What follows belongs to an exercise in optimizing a design on an open flow for a short achievable clock period and few clock cycles per item; a production flow would make more cautious choices. The RTL was checked by simulation tests, not by an equivalence proof against the original design. Power and IR drop assume default switching activity.

==> flow/design.v <==
package tst_pkg;
    localparam int MAX_STRIPS_DEF = 10;
    localparam int COORD_BITS_DEF = 16;
    localparam int VEC_BITS    = 48;
    localparam int STRIP_BITS  = 4;
    localparam int REM_BITS    = 4;
    localparam int LANES       = 3;
    localparam int LEG_LANES   = 6;
    localparam int DIV_SPC     = 1;
    localparam int SIDE_BITS_DEF = 6 * LANES * COORD_BITS_DEF;
    localparam int RES_BITS_DEF  = LEG_LANES * (COORD_BITS_DEF + REM_BITS + 1) + STRIP_BITS;
endpackage
import tst_pkg::*;
module tst_front
#(
    parameter int MAX_STRIPS = MAX_STRIPS_DEF
)
(
    input  logic                  clk,
    input  logic                  rst_n,
    input  logic                  start,
    output logic                  busy,
    input  logic                  cfg_wr_en,
    input  logic [STRIP_BITS-1:0] cfg_wr_data,
    output logic [STRIP_BITS-1:0] n_cur,
    output logic [1:0]            acc,
    input  logic                  pop,
    output logic [1:0]            release_slot,
    output logic                  rsel
);
    logic                  busy_reg, wp_reg, rp_reg, accept;
    logic [1:0]            occ_reg, occ_next;
    logic [STRIP_BITS-1:0] n_reg, n_sat;
    always_comb
    begin
        if (cfg_wr_data == '0)
            n_sat = STRIP_BITS'(1);
        else if (cfg_wr_data > STRIP_BITS'(MAX_STRIPS))
            n_sat = STRIP_BITS'(MAX_STRIPS);
        else
            n_sat = cfg_wr_data;
    end
    always_ff @(posedge clk or negedge rst_n)
    begin
        if (!rst_n)
            n_reg <= STRIP_BITS'(1);
        else if (cfg_wr_en)
            n_reg <= n_sat;
    end
    assign n_cur = n_reg;
    assign busy            = busy_reg;
    assign accept          = start && !busy_reg;
    assign acc[0]          = accept && !wp_reg;
    assign acc[1]          = accept &&  wp_reg;
    assign release_slot[0] = pop && !rp_reg;
    assign release_slot[1] = pop &&  rp_reg;
    assign rsel            = rp_reg;
    assign occ_next        = (occ_reg & ~release_slot) | acc;
    always_ff @(posedge clk or negedge rst_n)
    begin
        if (!rst_n)
        begin
            busy_reg <= 1'b0;
            wp_reg   <= 1'b0;
            rp_reg   <= 1'b0;
            occ_reg  <= '0;
        end
        else
        begin
            busy_reg <= occ_next[wp_reg ^ accept];
            wp_reg   <= wp_reg ^ accept;
            rp_reg   <= rp_reg ^ pop;
            occ_reg  <= occ_next;
        end
    end
endmodule
import tst_pkg::*;
module tst_queue
#(
    parameter int COORD_BITS = COORD_BITS_DEF
)
(
    input  logic                            clk,
    input  logic                            rst_n,
    input  logic                            acc,
    input  logic                            release_i,
    input  logic [LANES*COORD_BITS-1:0]     bl,
    input  logic [LANES*COORD_BITS-1:0]     br,
    input  logic [LANES*COORD_BITS-1:0]     tp,
    input  logic [LANES*COORD_BITS-1:0]     nl,
    input  logic [LANES*COORD_BITS-1:0]     nr,
    input  logic [LANES*COORD_BITS-1:0]     nt,
    input  logic [STRIP_BITS-1:0]           n_in,
    output logic                            ready,
    output logic [6*LANES*COORD_BITS-1:0]   side_data,
    output logic [LEG_LANES*(COORD_BITS+REM_BITS+1)+STRIP_BITS-1:0] res_data
);
    localparam int CB    = COORD_BITS;
    localparam int VW    = LANES * CB;
    localparam int NCYC  = CB / (2 * DIV_SPC);
    localparam int CYC_W = $clog2(NCYC + 1);
    localparam int R_OFF = LEG_LANES * CB;
    localparam int S_OFF = R_OFF + LEG_LANES * REM_BITS;
    localparam int N_OFF = S_OFF + LEG_LANES;
    function automatic logic [5:0] div4_step(input logic [STRIP_BITS-1:0] n,
                                             input logic [STRIP_BITS:0]   n2,
                                             input logic [STRIP_BITS+1:0] n3,
                                             input logic [REM_BITS-1:0]   r,
                                             input logic [1:0]            b);
        logic [5:0]          v;
        logic                ge1, ge2, ge3;
        logic [REM_BITS-1:0] ro;
        logic [1:0]          q;
        v   = {r, b};
        ge1 = (v >= 6'(n));
        ge2 = (v >= 6'(n2));
        ge3 = (v >= 6'(n3));
        if (ge3)
            ro = v[3:0] - n3[3:0];
        else if (ge2)
            ro = v[3:0] - n2[3:0];
        else if (ge1)
            ro = v[3:0] - n[3:0];
        else
            ro = v[3:0];
        q = {ge2, ge3 | (ge1 & ~ge2)};
        div4_step = {ro, q};
    endfunction
    logic                  run_reg, ready_reg;
    logic [CYC_W-1:0]      cyc_reg;
    logic [VW-1:0]         bl_reg, br_reg, tp_reg, nl_reg, nr_reg, nt_reg;
    logic [STRIP_BITS-1:0] n_reg;
    logic [STRIP_BITS:0]   n2_reg;
    logic [STRIP_BITS+1:0] n3_reg;
    assign ready = ready_reg;
    always_ff @(posedge clk or negedge rst_n)
    begin
        if (!rst_n)
        begin
            run_reg   <= 1'b0;
            ready_reg <= 1'b0;
            cyc_reg   <= '0;
        end
        else if (acc)
        begin
            run_reg   <= 1'b1;
            ready_reg <= 1'b0;
            cyc_reg   <= '0;
        end
        else
        begin
            if (run_reg)
                cyc_reg <= cyc_reg + CYC_W'(1);
            if (run_reg && cyc_reg == CYC_W'(NCYC))
            begin
                run_reg   <= 1'b0;
                ready_reg <= 1'b1;
            end
            else if (release_i)
                ready_reg <= 1'b0;
        end
    end
    always_ff @(posedge clk)
    begin
        if (acc)
        begin
            bl_reg <= bl;
            br_reg <= br;
            tp_reg <= tp;
            nl_reg <= nl;
            nr_reg <= nr;
            nt_reg <= nt;
            n_reg  <= n_in;
            n2_reg <= {n_in, 1'b0};
            n3_reg <= {2'b00, n_in} + {1'b0, n_in, 1'b0};
        end
    end
    assign side_data = {nt_reg, nr_reg, nl_reg, tp_reg, br_reg, bl_reg};
    assign res_data[N_OFF +: STRIP_BITS] = n_reg;
    for (genvar j = 0; j < LEG_LANES; j++)
    begin : g_div
        localparam int LANE = j % LANES;
        logic [CB-1:0]       base_lane, top_lane, w_reg, w_step;
        logic [CB:0]         dp, dn;
        logic [REM_BITS-1:0] r_reg, r_step;
        logic                sg_reg;
        assign base_lane = (j < LANES) ? bl_reg[LANE*CB +: CB] : br_reg[LANE*CB +: CB];
        assign top_lane  = tp_reg[LANE*CB +: CB];
        assign dp        = {top_lane[CB-1], top_lane} - {base_lane[CB-1], base_lane};
        assign dn        = {base_lane[CB-1], base_lane} - {top_lane[CB-1], top_lane};
        logic [5:0]          t;
        always_comb
        begin
            t      = '0;
            w_step = w_reg;
            r_step = r_reg;
            for (int k = 0; k < DIV_SPC; k++)
            begin
                t      = div4_step(n_reg, n2_reg, n3_reg, r_step, w_step[CB-1 -: 2]);
                r_step = t[5:2];
                w_step = {w_step[CB-3:0], t[1:0]};
            end
        end
        always_ff @(posedge clk)
        begin
            if (run_reg)
            begin
                if (cyc_reg == '0)
                begin
                    w_reg  <= dp[CB] ? dn[CB-1:0] : dp[CB-1:0];
                    r_reg  <= '0;
                    sg_reg <= dp[CB];
                end
                else
                begin
                    w_reg <= w_step;
                    r_reg <= r_step;
                end
            end
        end
        assign res_data[j*CB +: CB]                 = w_reg ^ {CB{sg_reg}};
        assign res_data[R_OFF + j*REM_BITS +: REM_BITS] = r_reg;
        assign res_data[S_OFF + j]                  = sg_reg;
    end
endmodule
import tst_pkg::*;
module tst_back
#(
    parameter int COORD_BITS = COORD_BITS_DEF
)
(
    input  logic                            clk,
    input  logic                            rst_n,
    input  logic                            res_avail,
    input  logic [6*LANES*COORD_BITS-1:0]   side_rdata,
    input  logic [LEG_LANES*(COORD_BITS+REM_BITS+1)+STRIP_BITS-1:0] res_rdata,
    output logic                            pop,
    output logic                            vertex_valid,
    output logic [VEC_BITS-1:0]             vertex_position,
    output logic [VEC_BITS-1:0]             vertex_normal,
    output logic                            last_vertex
);
    localparam int CB    = COORD_BITS;
    localparam int VW    = LANES * CB;
    localparam int R_OFF = LEG_LANES * CB;
    localparam int S_OFF = R_OFF + LEG_LANES * REM_BITS;
    localparam int N_OFF = S_OFF + LEG_LANES;
    logic                  active_reg, strip_reg, first_reg;
    logic [5:0]            slot_reg;
    logic [STRIP_BITS-1:0] left_reg, n_reg, job_n;
    logic                  last, load, adv, step;
    logic [VW-1:0]         tp_reg, nl_reg, nr_reg, nt_reg;
    logic [VW-1:0]         l_cur, r_cur, l_nxt, r_nxt;
    logic [VW-1:0]         pos_sel, nrm_sel;
    logic                  vertex_valid_reg, last_vertex_reg;
    logic [VEC_BITS-1:0]   vertex_position_reg, vertex_normal_reg;
    assign job_n = res_rdata[N_OFF +: STRIP_BITS];
    assign last  = active_reg && !strip_reg && slot_reg[2];
    assign load  = (!active_reg || last) && res_avail;
    assign pop   = load;
    assign adv   = active_reg && strip_reg && slot_reg[5];
    assign step  = adv || (first_reg && slot_reg[1]);
    always_ff @(posedge clk or negedge rst_n)
    begin
        if (!rst_n)
        begin
            active_reg <= 1'b0;
            strip_reg  <= 1'b0;
            first_reg  <= 1'b0;
            slot_reg   <= 6'd1;
            left_reg   <= '0;
        end
        else if (load)
        begin
            active_reg <= 1'b1;
            strip_reg  <= (job_n > STRIP_BITS'(1));
            first_reg  <= 1'b1;
            slot_reg   <= 6'd1;
            left_reg   <= job_n - STRIP_BITS'(1);
        end
        else
        begin
            if (slot_reg[1])
                first_reg <= 1'b0;
            if (last)
            begin
                active_reg <= 1'b0;
                slot_reg   <= 6'd1;
            end
            else if (adv)
            begin
                slot_reg <= 6'd1;
                left_reg <= left_reg - STRIP_BITS'(1);
                if (left_reg == STRIP_BITS'(1))
                    strip_reg <= 1'b0;
            end
            else if (active_reg)
                slot_reg <= {slot_reg[4:0], 1'b0};
        end
    end
    always_ff @(posedge clk)
    begin
        if (load)
        begin
            tp_reg <= side_rdata[2*VW +: VW];
            nl_reg <= side_rdata[3*VW +: VW];
            nr_reg <= side_rdata[4*VW +: VW];
            nt_reg <= side_rdata[5*VW +: VW];
            n_reg  <= job_n;
        end
    end
    for (genvar j = 0; j < LEG_LANES; j++)
    begin : g_leg
        localparam int LANE = j % LANES;
        logic [CB-1:0]       cur_reg, nxt_reg, step_q_reg;
        logic [REM_BITS-1:0] step_r_reg, rem_reg, rem_nxt_reg;
        logic                sg_reg, wrap_reg;
        logic [REM_BITS:0]   sum_r;
        logic [CB-1:0]       base_lane;
        assign base_lane = (j < LANES) ? side_rdata[0*VW + LANE*CB +: CB]
                                       : side_rdata[1*VW + LANE*CB +: CB];
        assign sum_r     = {1'b0, rem_reg} + {1'b0, step_r_reg};
        always_ff @(posedge clk)
        begin
            wrap_reg    <= (sum_r >= {1'b0, n_reg});
            rem_nxt_reg <= (sum_r >= {1'b0, n_reg}) ? REM_BITS'(sum_r - {1'b0, n_reg})
                                                    : sum_r[REM_BITS-1:0];
            if (load)
            begin
                cur_reg    <= base_lane;
                nxt_reg    <= base_lane;
                rem_reg    <= '0;
                step_q_reg <= res_rdata[j*CB +: CB];
                step_r_reg <= res_rdata[R_OFF + j*REM_BITS +: REM_BITS];
                sg_reg     <= res_rdata[S_OFF + j];
            end
            else if (step)
            begin
                nxt_reg <= nxt_reg + step_q_reg + CB'(sg_reg ^ wrap_reg);
                rem_reg <= rem_nxt_reg;
                if (adv)
                    cur_reg <= nxt_reg;
            end
        end
        if (j < LANES)
        begin : g_left
            assign l_cur[LANE*CB +: CB] = cur_reg;
            assign l_nxt[LANE*CB +: CB] = nxt_reg;
        end
        else
        begin : g_right
            assign r_cur[LANE*CB +: CB] = cur_reg;
            assign r_nxt[LANE*CB +: CB] = nxt_reg;
        end
    end
    logic sel_lc, sel_rc, sel_rn, sel_ln, sel_tp, sel_nl, sel_nr, sel_nt;
    assign sel_lc = slot_reg[0] || slot_reg[3];
    assign sel_rc = slot_reg[1];
    assign sel_rn = (strip_reg && slot_reg[2]) || slot_reg[4];
    assign sel_ln = slot_reg[5];
    assign sel_tp = !strip_reg && slot_reg[2];
    assign sel_nl = slot_reg[0] || slot_reg[3] || slot_reg[5];
    assign sel_nr = slot_reg[1] || (strip_reg && slot_reg[2]) || slot_reg[4];
    assign sel_nt = !strip_reg && slot_reg[2];
    assign pos_sel = (l_cur  & {VW{sel_lc}}) | (r_cur & {VW{sel_rc}}) | (r_nxt & {VW{sel_rn}})
                   | (l_nxt  & {VW{sel_ln}}) | (tp_reg & {VW{sel_tp}});
    assign nrm_sel = (nl_reg & {VW{sel_nl}}) | (nr_reg & {VW{sel_nr}}) | (nt_reg & {VW{sel_nt}});
    always_ff @(posedge clk or negedge rst_n)
    begin
        if (!rst_n)
        begin
            vertex_valid_reg <= 1'b0;
            last_vertex_reg  <= 1'b0;
        end
        else
        begin
            vertex_valid_reg <= active_reg;
            last_vertex_reg  <= last;
        end
    end
    always_ff @(posedge clk)
    begin
        vertex_position_reg <= VEC_BITS'(pos_sel);
        vertex_normal_reg   <= VEC_BITS'(nrm_sel);
    end
    assign vertex_valid    = vertex_valid_reg;
    assign last_vertex     = last_vertex_reg;
    assign vertex_position = vertex_position_reg;
    assign vertex_normal   = vertex_normal_reg;
endmodule
import tst_pkg::*;
module triangle_strip_tessellator
#(
    parameter int MAX_STRIPS = MAX_STRIPS_DEF,
    parameter int COORD_BITS = COORD_BITS_DEF
)
(
    input  logic                  clk,
    input  logic                  rst_n,
    input  logic                  start,
    output logic                  busy,
    input  logic [VEC_BITS-1:0]   corner_bottom_left,
    input  logic [VEC_BITS-1:0]   corner_bottom_right,
    input  logic [VEC_BITS-1:0]   corner_top,
    input  logic [VEC_BITS-1:0]   normal_left,
    input  logic [VEC_BITS-1:0]   normal_right,
    input  logic [VEC_BITS-1:0]   normal_top,
    input  logic                  cfg_wr_en,
    input  logic [STRIP_BITS-1:0] cfg_wr_data,
    output logic                  vertex_valid,
    output logic [VEC_BITS-1:0]   vertex_position,
    output logic [VEC_BITS-1:0]   vertex_normal,
    output logic                  last_vertex
);
    localparam int VW     = LANES * COORD_BITS;
    localparam int SIDE_W = 6 * VW;
    localparam int RES_W  = LEG_LANES * (COORD_BITS + REM_BITS + 1) + STRIP_BITS;
    logic [1:0]            acc, ready, release_slot;
    logic                  rsel, pop, head_ready;
    logic [STRIP_BITS-1:0] n_cur;
    logic [SIDE_W-1:0]     side_data [2];
    logic [RES_W-1:0]      res_data  [2];
    logic [SIDE_W-1:0]     side_rdata;
    logic [RES_W-1:0]      res_rdata;
    tst_front #(
        .MAX_STRIPS (MAX_STRIPS)
    ) u_front (
        .clk          (clk),
        .rst_n        (rst_n),
        .start        (start),
        .busy         (busy),
        .cfg_wr_en    (cfg_wr_en),
        .cfg_wr_data  (cfg_wr_data),
        .n_cur        (n_cur),
        .acc          (acc),
        .pop          (pop),
        .release_slot (release_slot),
        .rsel         (rsel)
    );
    for (genvar i = 0; i < 2; i++)
    begin : g_slot
        tst_queue #(
            .COORD_BITS (COORD_BITS)
        ) u_slot (
            .clk       (clk),
            .rst_n     (rst_n),
            .acc       (acc[i]),
            .release_i (release_slot[i]),
            .bl        (corner_bottom_left[VW-1:0]),
            .br        (corner_bottom_right[VW-1:0]),
            .tp        (corner_top[VW-1:0]),
            .nl        (normal_left[VW-1:0]),
            .nr        (normal_right[VW-1:0]),
            .nt        (normal_top[VW-1:0]),
            .n_in      (n_cur),
            .ready     (ready[i]),
            .side_data (side_data[i]),
            .res_data  (res_data[i])
        );
    end
    assign head_ready = rsel ? ready[1]     : ready[0];
    assign side_rdata = rsel ? side_data[1] : side_data[0];
    assign res_rdata  = rsel ? res_data[1]  : res_data[0];
    tst_back #(
        .COORD_BITS (COORD_BITS)
    ) u_back (
        .clk             (clk),
        .rst_n           (rst_n),
        .res_avail       (head_ready),
        .side_rdata      (side_rdata),
        .res_rdata       (res_rdata),
        .pop             (pop),
        .vertex_valid    (vertex_valid),
        .vertex_position (vertex_position),
        .vertex_normal   (vertex_normal),
        .last_vertex     (last_vertex)
    );
endmodule
==> flow/run.sh <==
#!/bin/bash
# synth_recipe.tcl (not shown) runs the flow's synth.tcl, then flattens the netlist and writes it again
# the make line also repeats each setting of config.mk as NAME=value (left out here)
make -C /OpenROAD-flow-scripts/flow DESIGN_CONFIG=/design/flow/config.mk WORK_HOME=/design/flow/orfs CLKGATE_MAP_FILE= SYNTH_SCRIPT=/design/flow/synth_recipe.tcl finish
==> flow/config.mk <==
export PLATFORM = sky130hd
export DESIGN_NAME = triangle_strip_tessellator
export DESIGN_NICKNAME = triangle_strip_tessellator
export VERILOG_FILES = /design/flow/design.v
export SDC_FILE = /design/flow/constraint.sdc
export NUM_CORES = 4
export LEC_CHECK = 0
export ABC_CLOCK_PERIOD_IN_PS = 2000
export CAP_MARGIN = 20
export CORE_MARGIN = 2
export CORE_UTILIZATION = 50
export SETUP_SLACK_MARGIN = 3.0
export SLEW_MARGIN = 20
==> flow/constraint.sdc <==
create_clock -name core_clock -period 5.5 [get_ports {clk}]
set_input_delay 1.1000 -clock core_clock [delete_from_list [all_inputs] [get_ports {clk}]]
set_output_delay 1.1000 -clock core_clock [all_outputs]
set_load 0.01 [all_outputs]
==> results.json, run 1 <==
{
  "clk_latency_ns": 0.87,
  "slew_viol_final": 0,
  "cts_tree": "built",
  "root_buffer": "clkbuf_16",
  "yosys-top-cells-count": "1,360 x edfxtp_1, 874 x nand2_1, 677 x ha_1",
  "initial_core_util_pct": 50.2,
  "synth-compound-area-share_pct": 14.4,
  "htreeDepth": 4,
  "ant_nets": 0,
  "drc_errors": 0,
  "yosysWarnings": 6,
  "yosys.area_share.simple_pct": 9.29,
  "synth_top_flop_cell": "edfxtp_1",
  "grt_max_degree": 92,
  "num-nets-final": 10000,
  "synth.distinct_cells": 94,
  "synthMuxAreaShare_pct": 4.08,
  "min_period_ns": 3.31,
  "synth-seq-cells": 1546,
  "synth_cells": 7868,
  "die_y_um": 421,
  "tightest_slew_ns": 1.10,
  "fin_tns_setup_ns": 0,
  "row_count": 153,
  "fill_cells": 13000,
  "io_pins": 395,
  "antenna_found_initial": 32,
  "cp-start-kind": "flop",
  "multi_input_area_sq_um": 46600,
  "cts_buffers": 173,
  "peakVddDrop_mv": 0.339,
  "ys_seq_area_share_pct": 51.5,
  "track_usage_pct": 32.2,
  "detail_route.wl_per_cell_um": 26.2,
  "rsz0062_at_grt": "yes",
  "totalPowerFinal_mw": 45.6,
  "p_comb_share_pct": 37.3,
  "max_freq_mhz": 302,
  "max-clock-path-buffers": 3,
  "period_share_pct": 60.2,
  "arrival_ns": 3.88,
  "yosysTopAreaCell": "edfxtp_1",
  "place_inst": 10300,
  "via_per_inst": 5.93,
  "die_area_sq_um": 177000,
  "grt_pass1_wl_um": 427000,
  "dr.pass1.iters": 7,
  "syn_nets": 8926,
  "core_sq_um": 173000,
  "hold_ws_ns": 0.361,
  "status": "finished clean",
  "seqCellArea_sq_um": 44800,
  "p_leak_nw": 45.8,
  "yosys.area.top_type_share_pct": 47.0,
  "via_count": 67800,
  "cts_sinks": 1546,
  "synth_edf_count": 1360,
  "p_int_mw": 29.4,
  "syn_avg_cell_area_sq_um": 11.0,
  "power_density_nw_per_um2": 398,
  "synth_most_common_cell": "edfxtp_1",
  "hpwl_um": 193000,
  "worstHoldPathType": "input port to async pin",
  "sw_frac_of_total_pct": 35.6,
  "grt_pass1_vias": 65800,
  "fin_area_sq_um": 115000,
  "area_growth_syn_to_layout_pct": 31.8,
  "gp_congestion": 0.946,
  "end_kind": "flop",
  "drive_above_1_share_pct": 29.8,
  "slew_headroom_pct": 27.0,
  "clkPwrFrac_pct": 26.0,
  "dr.first_iter.drc_count": 7142,
  "finalHoldViolations": 0,
  "largest_reg_flops": 192,
  "cp_data_required_time_ns": 6.07,
  "max-cap-violations": 0,
  "critical_path_class": "flop to flop",
  "clk_pin_slew_worst_paths_ns": 0.06,
  "die_w_um": 421,
  "p_seq_share_pct": 36.7,
  "setup_viol": 0,
  "path_max_fanout": 3,
  "fin_skew_ns": 0.0600,
  "async_flop_share_pct": 2.33,
  "routed_wl_um": 300000,
  "portBuffers": 394,
  "holdBufCountCts": 0,
  "fin_cells": 11400,
  "synthAdderAreaFrac_pct": 11.7,
  "synth_area_leaders": "edfxtp_1 47%, ha_1 9.7%, nand2_1 3.8%, o21ai_0 3.6%, dfxtp_1 3.5%",
  "p_sw_mw": 16.2,
  "grt-ovfl-total": 0,
  "synth_xor_area_share_pct": 5.05,
  "synth_top_family_by_area": "compound AO/OA/AOI/OAI gates",
  "place_area_sq_um": 93500,
  "synth_area_sq_um": 86900
}
==> placed cells by master (no fill, tap or decap), types with 96 or more instances in the layout <==
cell type        netlist  routed
nor2_1               396     333
a21oi_1              565     359
mux2_2               209     186
dfxtp_1              150     134
clkbuf_16              0     179
buf_4                  3     513
a222oi_1              96      96
a21o_1               159     154
a21oi_2                1     158
inv_1                573     482
nand3_1              105     100
xnor2_1              285     255
o21ai_1               41     221
xor2_1               216     207
o21ai_0              625     324
ha_1                 677     474
edfxtp_1            1360    1360
nand2_1              874     806
buf_6                  1     205
clkdlybuf4s50_1        0     294
ha_4                   0     142
==> worst max-delay path: stages (launching register included) <==
cell      delay [ns]
edfxtp_1        0.41
xnor2_2         0.19
fa_2            0.31
nor2b_2         0.07
o31a_1          0.34
o21a_2          0.27
a21bo_4         0.25
a311oi_4        0.26
buf_6           0.17
nor2_4          0.06
a211o_1         0.34
a21oi_2         0.14
xnor2_1         0.14
a21oi_1         0.08
==> timing repair <==
item | 4_1_cts | 5_1_grt
cloned | 31 | 6
setup endpoints to repair | 1252 | 756
gates resized for setup | 1866 | 822
pin swaps | 490 | 554
buffers inserted | 468 | 249
==> power groups by stage <==
stage                     Sequential, mW  Clock [mW]  Combinational (mW)
after global routing                16.9        12.4                18.3
after floorplan                     16.5           0                7.97
after CTS                           16.7        12.0                14.5
after detailed placement            17.1           0                11.6
final                               16.8        11.8                17.0
after global placement              17.1           0                11.5
==> metal layers <==
| metal | global-route usage (%) | part of all wire [%] | up-vias |
|---|---|---|---|
| li1 | - | - | 30600 |
| met3 | 6.41 | 8.8 | 654 |
| met5 | 0 | 0.088 | - |
| met1 | 44.8 | 42 | 33600 |
| met4 | 10.5 | 4.3 | 40 |
| met2 | 50.3 | 45 | 2927 |
==> kinds of logic after synthesis <==
kind of cell / count (synthesis)
muxes: 327
AOI/OAI and AO/OA: 2004
DFF: 1546
buffers and inverters: 905
xor gates and xnor gates: 501
and+or+nand+nor: 1822
adders and majority gates: 763
==> through the flow <==
stage / setup WS [ns] / utilization (%)
after detailed placement: 1.34 / 54.0
after global placement: 1.38 / 54.0
after floorplan: 1.60 / -
final: 2.19 / 66.1
after CTS: 2.17 / 62.8
after global routing: 2.07 / 66.1
==> area by class of cell <==
type                            count  share of cell area, %
Antenna cell                        4                0.00874
Clock buffer                      239                   4.12
Clock inverter                     88                  0.944
Inverter                          575                   2.00
Multi-Input combinational cell   5426                   40.7
Sequential cell                  1546                   39.1
Tap cell                         2325                   2.54
Timing Repair Buffer             1226                   10.6
Timing Repair inverter              5                 0.0415
==> worst paths after layout <==
| kind | start | end | slack [ns] | cells past startpoint |
|---|---|---|---|---|
| worst max-delay path | u_back.g_leg[2].sg_reg | u_back.g_leg[2].nxt_reg[15] | 2.19 | 13 |
| worst min-delay path | rst_n | u_front.busy_reg | 0.36 | 1 |
| worst max register to register | u_back.g_leg[2].sg_reg | u_back.g_leg[2].nxt_reg[15] | 2.19 | 13 |
| worst min register to register | u_back.g_leg[2].rem_nxt_reg[3] | u_back.g_leg[2].rem_reg[3] | 0.43 | 2 |
| max in group asynchronous | rst_n | u_front.rp_reg | 4.49 | 1 |
| min in group core_clock | u_back.g_leg[2].rem_nxt_reg[3] | u_back.g_leg[2].rem_reg[3] | 0.43 | 2 |
Testbench counts, summed over its fixed seeds: cycles 9,958, vertices 9,852.
==> inputs of run 2 (changes only) <==
--- a/flow/design.v
+++ b/flow/design.v
@@ -103,35 +103,236 @@
     localparam int S_OFF = R_OFF + LEG_LANES * REM_BITS;
     localparam int N_OFF = S_OFF + LEG_LANES;
     function automatic logic [5:0] div4_step(input logic [STRIP_BITS-1:0] n,
-                                             input logic [STRIP_BITS:0]   n2,
-                                             input logic [STRIP_BITS+1:0] n3,
-                                             input logic [REM_BITS-1:0]   r,
-                                             input logic [1:0]            b);
-        logic [5:0]          v;
-        logic                ge1, ge2, ge3;
-        logic [REM_BITS-1:0] ro;
-        logic [1:0]          q;
-        v   = {r, b};
-        ge1 = (v >= 6'(n));
-        ge2 = (v >= 6'(n2));
-        ge3 = (v >= 6'(n3));
-        if (ge3)
-            ro = v[3:0] - n3[3:0];
-        else if (ge2)
-            ro = v[3:0] - n2[3:0];
-        else if (ge1)
-            ro = v[3:0] - n[3:0];
-        else
-            ro = v[3:0];
-        q = {ge2, ge3 | (ge1 & ~ge2)};
-        div4_step = {ro, q};
+                                             input logic [REM_BITS-1:0] r,
+                                             input logic [1:0] b);
+        case ({n, r, b})
+            10'd64: div4_step = 6'd0;
+            10'd65: div4_step = 6'd1;
+            10'd66: div4_step = 6'd2;
+            10'd67: div4_step = 6'd3;
+            10'd128: div4_step = 6'd0;
+            10'd129: div4_step = 6'd4;
+            10'd130: div4_step = 6'd1;
+            10'd131: div4_step = 6'd5;
+            10'd132: div4_step = 6'd2;
+            10'd133: div4_step = 6'd6;
+            10'd134: div4_step = 6'd3;
+            10'd135: div4_step = 6'd7;
+            10'd192: div4_step = 6'd0;
+            10'd193: div4_step = 6'd4;
+            10'd194: div4_step = 6'd8;
+            10'd195: div4_step = 6'd1;
+            10'd196: div4_step = 6'd5;
+            10'd197: div4_step = 6'd9;
+            10'd198: div4_step = 6'd2;
+            10'd199: div4_step = 6'd6;
+            10'd200: div4_step = 6'd10;
+            10'd201: div4_step = 6'd3;
+            10'd202: div4_step = 6'd7;
+            10'd203: div4_step = 6'd11;
+            10'd256: div4_step = 6'd0;
+            10'd257: div4_step = 6'd4;
+            10'd258: div4_step = 6'd8;
+            10'd259: div4_step = 6'd12;
+            10'd260: div4_step = 6'd1;
+            10'd261: div4_step = 6'd5;
+            10'd262: div4_step = 6'd9;
+            10'd263: div4_step = 6'd13;
+            10'd264: div4_step = 6'd2;
+            10'd265: div4_step = 6'd6;
+            10'd266: div4_step = 6'd10;
+            10'd267: div4_step = 6'd14;
+            10'd268: div4_step = 6'd3;
+            10'd269: div4_step = 6'd7;
+            10'd270: div4_step = 6'd11;
+            10'd271: div4_step = 6'd15;
+            10'd320: div4_step = 6'd0;
+            10'd321: div4_step = 6'd4;
+            10'd322: div4_step = 6'd8;
+            10'd323: div4_step = 6'd12;
+            10'd324: div4_step = 6'd16;
+            10'd325: div4_step = 6'd1;
+            10'd326: div4_step = 6'd5;
+            10'd327: div4_step = 6'd9;
+            10'd328: div4_step = 6'd13;
+            10'd329: div4_step = 6'd17;
+            10'd330: div4_step = 6'd2;
+            10'd331: div4_step = 6'd6;
+            10'd332: div4_step = 6'd10;
+            10'd333: div4_step = 6'd14;
+            10'd334: div4_step = 6'd18;
+            10'd335: div4_step = 6'd3;
+            10'd336: div4_step = 6'd7;
+            10'd337: div4_step = 6'd11;
+            10'd338: div4_step = 6'd15;
+            10'd339: div4_step = 6'd19;
+            10'd384: div4_step = 6'd0;
+            10'd385: div4_step = 6'd4;
+            10'd386: div4_step = 6'd8;
+            10'd387: div4_step = 6'd12;
+            10'd388: div4_step = 6'd16;
+            10'd389: div4_step = 6'd20;
+            10'd390: div4_step = 6'd1;
+            10'd391: div4_step = 6'd5;
+            10'd392: div4_step = 6'd9;
+            10'd393: div4_step = 6'd13;
+            10'd394: div4_step = 6'd17;
+            10'd395: div4_step = 6'd21;
+            10'd396: div4_step = 6'd2;
+            10'd397: div4_step = 6'd6;
+            10'd398: div4_step = 6'd10;
+            10'd399: div4_step = 6'd14;
+            10'd400: div4_step = 6'd18;
+            10'd401: div4_step = 6'd22;
+            10'd402: div4_step = 6'd3;
+            10'd403: div4_step = 6'd7;
+            10'd404: div4_step = 6'd11;
+            10'd405: div4_step = 6'd15;
+            10'd406: div4_step = 6'd19;
+            10'd407: div4_step = 6'd23;
+            10'd448: div4_step = 6'd0;
+            10'd449: div4_step = 6'd4;
+            10'd450: div4_step = 6'd8;
+            10'd451: div4_step = 6'd12;
+            10'd452: div4_step = 6'd16;
+            10'd453: div4_step = 6'd20;
+            10'd454: div4_step = 6'd24;
+            10'd455: div4_step = 6'd1;
+            10'd456: div4_step = 6'd5;
+            10'd457: div4_step = 6'd9;
+            10'd458: div4_step = 6'd13;
+            10'd459: div4_step = 6'd17;
+            10'd460: div4_step = 6'd21;
+            10'd461: div4_step = 6'd25;
+            10'd462: div4_step = 6'd2;
+            10'd463: div4_step = 6'd6;
+            10'd464: div4_step = 6'd10;
+            10'd465: div4_step = 6'd14;
+            10'd466: div4_step = 6'd18;
+            10'd467: div4_step = 6'd22;
+            10'd468: div4_step = 6'd26;
+            10'd469: div4_step = 6'd3;
+            10'd470: div4_step = 6'd7;
+            10'd471: div4_step = 6'd11;
+            10'd472: div4_step = 6'd15;
+            10'd473: div4_step = 6'd19;
+            10'd474: div4_step = 6'd23;
+            10'd475: div4_step = 6'd27;
+            10'd512: div4_step = 6'd0;
+            10'd513: div4_step = 6'd4;
+            10'd514: div4_step = 6'd8;
+            10'd515: div4_step = 6'd12;
+            10'd516: div4_step = 6'd16;
+            10'd517: div4_step = 6'd20;
+            10'd518: div4_step = 6'd24;
+            10'd519: div4_step = 6'd28;
+            10'd520: div4_step = 6'd1;
+            10'd521: div4_step = 6'd5;
+            10'd522: div4_step = 6'd9;
+            10'd523: div4_step = 6'd13;
+            10'd524: div4_step = 6'd17;
+            10'd525: div4_step = 6'd21;
+            10'd526: div4_step = 6'd25;
+            10'd527: div4_step = 6'd29;
+            10'd528: div4_step = 6'd2;
+            10'd529: div4_step = 6'd6;
+            10'd530: div4_step = 6'd10;
+            10'd531: div4_step = 6'd14;
+            10'd532: div4_step = 6'd18;
+            10'd533: div4_step = 6'd22;
+            10'd534: div4_step = 6'd26;
+            10'd535: div4_step = 6'd30;
+            10'd536: div4_step = 6'd3;
+            10'd537: div4_step = 6'd7;
+            10'd538: div4_step = 6'd11;
+            10'd539: div4_step = 6'd15;
+            10'd540: div4_step = 6'd19;
+            10'd541: div4_step = 6'd23;
+            10'd542: div4_step = 6'd27;
+            10'd543: div4_step = 6'd31;
+            10'd576: div4_step = 6'd0;
+            10'd577: div4_step = 6'd4;
+            10'd578: div4_step = 6'd8;
+            10'd579: div4_step = 6'd12;
+            10'd580: div4_step = 6'd16;
+            10'd581: div4_step = 6'd20;
+            10'd582: div4_step = 6'd24;
+            10'd583: div4_step = 6'd28;
+            10'd584: div4_step = 6'd32;
+            10'd585: div4_step = 6'd1;
+            10'd586: div4_step = 6'd5;
+            10'd587: div4_step = 6'd9;
+            10'd588: div4_step = 6'd13;
+            10'd589: div4_step = 6'd17;
+            10'd590: div4_step = 6'd21;
+            10'd591: div4_step = 6'd25;
+            10'd592: div4_step = 6'd29;
+            10'd593: div4_step = 6'd33;
+            10'd594: div4_step = 6'd2;
+            10'd595: div4_step = 6'd6;
+            10'd596: div4_step = 6'd10;
+            10'd597: div4_step = 6'd14;
+            10'd598: div4_step = 6'd18;
+            10'd599: div4_step = 6'd22;
+            10'd600: div4_step = 6'd26;
+            10'd601: div4_step = 6'd30;
+            10'd602: div4_step = 6'd34;
+            10'd603: div4_step = 6'd3;
+            10'd604: div4_step = 6'd7;
+            10'd605: div4_step = 6'd11;
+            10'd606: div4_step = 6'd15;
+            10'd607: div4_step = 6'd19;
+            10'd608: div4_step = 6'd23;
+            10'd609: div4_step = 6'd27;
+            10'd610: div4_step = 6'd31;
+            10'd611: div4_step = 6'd35;
+            10'd640: div4_step = 6'd0;
+            10'd641: div4_step = 6'd4;
+            10'd642: div4_step = 6'd8;
+            10'd643: div4_step = 6'd12;
+            10'd644: div4_step = 6'd16;
+            10'd645: div4_step = 6'd20;
+            10'd646: div4_step = 6'd24;
+            10'd647: div4_step = 6'd28;
+            10'd648: div4_step = 6'd32;
+            10'd649: div4_step = 6'd36;
+            10'd650: div4_step = 6'd1;
+            10'd651: div4_step = 6'd5;
+            10'd652: div4_step = 6'd9;
+            10'd653: div4_step = 6'd13;
+            10'd654: div4_step = 6'd17;
+            10'd655: div4_step = 6'd21;
+            10'd656: div4_step = 6'd25;
+            10'd657: div4_step = 6'd29;
+            10'd658: div4_step = 6'd33;
+            10'd659: div4_step = 6'd37;
+            10'd660: div4_step = 6'd2;
+            10'd661: div4_step = 6'd6;
+            10'd662: div4_step = 6'd10;
+            10'd663: div4_step = 6'd14;
+            10'd664: div4_step = 6'd18;
+            10'd665: div4_step = 6'd22;
+            10'd666: div4_step = 6'd26;
+            10'd667: div4_step = 6'd30;
+            10'd668: div4_step = 6'd34;
+            10'd669: div4_step = 6'd38;
+            10'd670: div4_step = 6'd3;
+            10'd671: div4_step = 6'd7;
+            10'd672: div4_step = 6'd11;
+            10'd673: div4_step = 6'd15;
+            10'd674: div4_step = 6'd19;
+            10'd675: div4_step = 6'd23;
+            10'd676: div4_step = 6'd27;
+            10'd677: div4_step = 6'd31;
+            10'd678: div4_step = 6'd35;
+            10'd679: div4_step = 6'd39;
+            default: div4_step = 6'd0;
+        endcase
     endfunction
     logic                  run_reg, ready_reg;
     logic [CYC_W-1:0]      cyc_reg;
     logic [VW-1:0]         bl_reg, br_reg, tp_reg, nl_reg, nr_reg, nt_reg;
     logic [STRIP_BITS-1:0] n_reg;
-    logic [STRIP_BITS:0]   n2_reg;
-    logic [STRIP_BITS+1:0] n3_reg;
     assign ready = ready_reg;
     always_ff @(posedge clk or negedge rst_n)
     begin
@@ -171,8 +372,6 @@
             nr_reg <= nr;
             nt_reg <= nt;
             n_reg  <= n_in;
-            n2_reg <= {n_in, 1'b0};
-            n3_reg <= {2'b00, n_in} + {1'b0, n_in, 1'b0};
         end
     end
     assign side_data = {nt_reg, nr_reg, nl_reg, tp_reg, br_reg, bl_reg};
@@ -188,15 +387,14 @@
         assign top_lane  = tp_reg[LANE*CB +: CB];
         assign dp        = {top_lane[CB-1], top_lane} - {base_lane[CB-1], base_lane};
         assign dn        = {base_lane[CB-1], base_lane} - {top_lane[CB-1], top_lane};
-        logic [5:0]          t;
         always_comb
         begin
-            t      = '0;
+            logic [5:0] t;
             w_step = w_reg;
             r_step = r_reg;
             for (int k = 0; k < DIV_SPC; k++)
             begin
-                t      = div4_step(n_reg, n2_reg, n3_reg, r_step, w_step[CB-1 -: 2]);
+                t      = div4_step(n_reg, r_step, w_step[CB-1 -: 2]);
                 r_step = t[5:2];
                 w_step = {w_step[CB-3:0], t[1:0]};
             end
==> run 2 against run 1 <==
  * The flow now stops in synthesis (1_2_yosys)
==> results.json, run 2 <==
{
  "status": "stopped before the end",
  "tool.error": "ERROR: TCL interpreter returned an error: Source files actually used in the design:",
  "yosysWarnings": 6,
  "failing_step": "synthesis (1_2_yosys)"
}
Testbench counts of run 2, summed over its fixed seeds: cycles 9,958, vertices 9,852.
==> inputs of run 3 (changes only) <==
--- a/flow/config.mk
+++ b/flow/config.mk
@@ -9,5 +9,7 @@
 export CAP_MARGIN = 20
 export CORE_MARGIN = 2
 export CORE_UTILIZATION = 50
+export CTS_CLUSTER_DIAMETER = 80
+export CTS_CLUSTER_SIZE = 50
 export SETUP_SLACK_MARGIN = 3.0
 export SLEW_MARGIN = 20
==> run 3 against run 2 <==
  * The flow again stops in synthesis (1_2_yosys)
==> results.json, run 3 <==
{
  "status": "stopped before the end",
  "failing_step": "synthesis (1_2_yosys)",
  "tool.error": "ERROR: TCL interpreter returned an error: Source files actually used in the design:",
  "yosysWarnings": 6
}

what the ideal ports hide:
Ports are ideal in the flow. The routed layout listed here was re-timed in OpenROAD. Step 1 sets driving cells, clkbuf_16 on the clock port and buf_2 on the other inputs (assumed; they add their load-dependent delay and slew). Step 2 adds t to the input delays and takes it off the output delays; t is the mean of the earliest and latest rising clock arrival at the registers after step 1. Input paths then give back, and output paths get back, about the clock's delay inside the block. Three values: no drivers, after step 1, after step 2; two values: the first two.
run: run 1
t (ns): 0.934
slack for setup (ns): 2.187 / 2.187 / 2.136
worst hold slack (ns): 0.361 / 0.290 / 0.433
worst setup path at the end: input to register
pins driven straight from the clock port: 1
After both steps setup and hold are still met in run 1. The setup slack of run 1 moves by 0.000 ns with the drivers and by -0.051 ns with both steps.
